This is an optimization exercise on Yosys and OpenROAD, whose aim is small area, a short achievable clock period and few clock cycles per item, not a production implementation.
Power and IR drop assume default switching activity.

Setup of maple:
Design sig_accumulator, start of the top module:
module sig_accumulator #(
   parameter int               DATA_W      = 1459,
   parameter int               SIG_W       = 32,
   parameter int               NUM_SAMPLES = 256,
   parameter logic [SIG_W-1:0] SEED        = '0,
   localparam int              CHUNKS      = (DATA_W + SIG_W - 1) / SIG_W,
   localparam int              CNT_W       = $clog2(NUM_SAMPLES + 1)
) (
   input  logic                 clk,
   input  logic                 rst_n,
   input  logic                 start,
   input  logic                 in_valid,
   input  logic [DATA_W-1:0]    in_data,
   output logic                 in_ready,
   output logic [SIG_W-1:0]     sig,
   output logic                 sig_valid,
   output logic                 busy,
   output logic [CNT_W-1:0]     sample_cnt
);
   localparam int HOLD_W = CHUNKS * SIG_W;
   localparam int NPART  = 2;                               
   localparam int PART_C = (CHUNKS + NPART - 1) / NPART;    
   localparam logic [CNT_W-1:0] CNT_LAST = CNT_W'(NUM_SAMPLES - 1);
   logic              busy_q, rdy_q, valid_q, first_q, take_q, last_q, done_q;
   logic [CNT_W-1:0]  cnt_q;
   logic [SIG_W-1:0]  acc_q;      
   logic [SIG_W-1:0]  sig_q;      
   logic [HOLD_W-1:0] pad;
   logic [SIG_W-1:0]  part_d [NPART];
   logic [SIG_W-1:0]  part_q [NPART];
   logic [SIG_W-1:0]  folded;
   logic              xfer, xfer_last;
   assign pad = HOLD_W'(in_data);
   always_comb begin
      for (int p = 0; p < NPART; p++) begin
         for (int j = 0; j < SIG_W; j++) begin
            logic [PART_C-1:0] terms;
  ...
==> flow/config.mk <==
export PLATFORM = sky130hd
export DESIGN_NAME = sig_accumulator
export DESIGN_NICKNAME = sig_accumulator
export VERILOG_FILES = /design/flow/design.v
export SDC_FILE = /design/flow/constraint.sdc
export NUM_CORES = 4
export LEC_CHECK = 0
export CAP_MARGIN = 20
export CORE_AREA = 5 5 335 335
export DIE_AREA = 0 0 340 340
export SETUP_SLACK_MARGIN = 3.0
export SLEW_MARGIN = 20
==> flow/constraint.sdc <==
create_clock -name core_clock -period 5.0 [get_ports {clk}]
set_input_delay 1.0000 -clock core_clock [delete_from_list [all_inputs] [get_ports {clk}]]
set_output_delay 1.0000 -clock core_clock [all_outputs]
set_load 0.01 [all_outputs]
standard.sh (not shown) runs the stock make flow with config.mk's settings and CLKGATE_MAP_FILE= SYNTH_SCRIPT=/design/flow/synth_recipe.tcl, a recipe that flattens the netlist after the stock synthesis.
==> flow/flow/run.sh <==
#!/bin/bash
# The standard layout (standard.sh), with two placement settings:
#  - port buffers are sky130_fd_sc_hd__buf_1 (the default pick is a delay cell);
#  - the in_data pins that feed one signature bit, and that bit's sig pin, are placed as one
#    group on the die's edge, so each bit's XOR tree sits next to its pins.
# ORFS writes each step's full log under orfs/logs; make's own output goes to run.log here.
set -euo pipefail
cd "$(dirname "$0")/.."

DW=1459; SW=32; CH=$(( (DW + SW - 1) / SW ))
groups=""
for ((j = 0; j < SW; j++)); do
  g=""
  for ((c = 0; c < CH; c++)); do
    k=$(( ((j - (CH - 1 - c)) % SW + SW) % SW ))
    b=$(( c * SW + k ))
    if (( b < DW )); then g+="in_data[$b] "; fi
  done
  g+="sig[$j]"
  groups+=" -group_pins {$g}"
done

export BUFFER_PORTS_ARGS="-buffer_cell sky130_fd_sc_hd__buf_1"
# The clock pin is placed by flow/pre_io.tcl at the middle of the left edge.
export PRE_IO_PLACEMENT_TCL="$PWD/flow/pre_io.tcl"
export PLACE_PINS_ARGS="-min_distance 0.68 -exclude left:$(( 340 / 2 - 5 ))-$(( 340 / 2 + 5 ))${groups}"

bash standard.sh > run.log 2>&1
==> flow/flow/pre_io.tcl <==
# Place the clock pin first, at the middle of the left edge on a met3 track, and keep the
# other pins a few microns away from it: the clock net is routed with wider spacing than
# the signal pins are placed at.
set block [ord::get_db_block]
set die [$block getDieArea]
set dbu [$block getDefUnits]
set ymid [expr {[$die yMax] / 2.0 / $dbu}]
set k [expr {int(($ymid - 0.34) / 0.68)}]
set y [expr {0.34 + 0.68 * $k}]
place_pin -pin_name clk -layer met3 -location [list 0 $y] -force_to_die_boundary
For raven, these inputs were changed with respect to maple:
Settings: CTS_CLUSTER_SIZE newly set to 30; CTS_CLUSTER_DIAMETER newly set to 150.
Notes after the runs:
- Worst supply voltage drop on vdd came out exactly the same in maple and raven.
- Looking at maple and raven, the sequential power is a wash.
- Pre-CTS worst setup slack: raven vs maple identical
- From raven to maple, final-report hold violation count did not move at all.
- Comparing raven against maple, there is no change at all in logic depth of the worst path, buffers included.
- maple -> raven: final worst slack delta 0, exact match
- | part of the total power dissipated in the clock network | raven vs maple | ≈ equal |
diff inputs: raven => quartz
Settings: a deleted CTS_CLUSTER_DIAMETER that had been 150; a deleted CTS_CLUSTER_SIZE that had been 30; a change of SETUP_SLACK_MARGIN from 3.0 to 3.2.
==> run notes <==
quartz finished every step from synthesis to the final layout, and the layout passed the timing, design-rule and antenna checks.
quartz ended up with a lower transition at the pin with the smallest max-transition slack than raven did.
Routed wire length (lower): raven
Relative to raven, fraction of area in registers has decreased by 0.79 points in quartz.
Relative to raven, time the worst path needs with I/O delays and setup increased by 0.0049 ns in quartz.
[compare] base=raven new=quartz: share of layout cells above drive strength 1 increased 7.8 points, antenna diode count down 2, fmax saw little to no change, post-route cell area higher.
Global router's overall resource usage in quartz is 0.31 points higher than in raven
Relative to quartz, the following input files were edited for garnet:
Settings: CTS_BUF_LIST: unset -> sky130_fd_sc_hd__clkbuf_8; SETUP_SLACK_MARGIN: 3.2 -> 3.0.
[summary]
Looking at post-layout minimum cycle time, garnet sits above quartz. Taking quartz as the reference, in garnet routed wire length -2.7%; final worst setup slack -0.094 ns; worst setup timing slack at the placement stage -0.0046 ns.
## Diff of input files: yarrow against garnet
Settings: CTS_BUF_LIST: sky130_fd_sc_hd__clkbuf_8 -> unset.
diff --git a/flow/flow/run.sh b/flow/flow/run.sh
--- a/flow/flow/run.sh
+++ b/flow/flow/run.sh
@@ -23,0 +24 @@
+export CTS_ARGS="-repair_clock_nets"
[summary]
Status: global-route met2 utilization parity (yarrow, garnet)
Compared with garnet, in yarrow global-route usage was more or less identical; routed wire length stayed essentially flat.
No run of this note included a check of the RTL's function; only the layout flow was run.

afterwards: timing with drivers on the ports:
How much do the figures lean on ideal ports? The routed layouts below were timed once more, with nothing changed but the port constraints. Step 1 assumes that a clkbuf_16 drives the clock port and a buf_2 every other input. Step 2 times the ports against the registers' clock, not the clock port: input delays grow and output delays shrink by t, the midpoint of the rising clock arrivals with the driver on. Three values: no drivers, after step 1, after step 2; two values: the first two.
| run | t (ns) | slack for setup (ns) | hold slack, ns | worst data-port slew with drivers (ns) | pins driven straight from the clock port |
|---|---|---|---|---|---|
| maple | 0.524 | 3.046 / 3.000 / 2.731 | 0.363 / 0.363 / 0.363 | 0.15 | 1 |
| raven | 0.524 | 3.046 / 3.000 / 2.731 | 0.363 / 0.363 / 0.363 | 0.15 | 1 |
| quartz | 0.520 | 3.041 / 2.996 / 2.722 | 0.362 / 0.362 / 0.362 | 0.15 | 1 |
| garnet | 0.601 | 2.947 / 2.905 / 2.748 | 0.371 / 0.371 / 0.371 | 0.12 | 1 |
| yarrow | 0.524 | 3.046 / 3.000 / 2.731 | 0.363 / 0.363 / 0.363 | 0.15 | 1 |
After both steps every run listed still meets setup and hold. For quartz, which loses most, drivers alone change the setup slack by -0.045 ns; drivers and shift together by -0.319 ns.
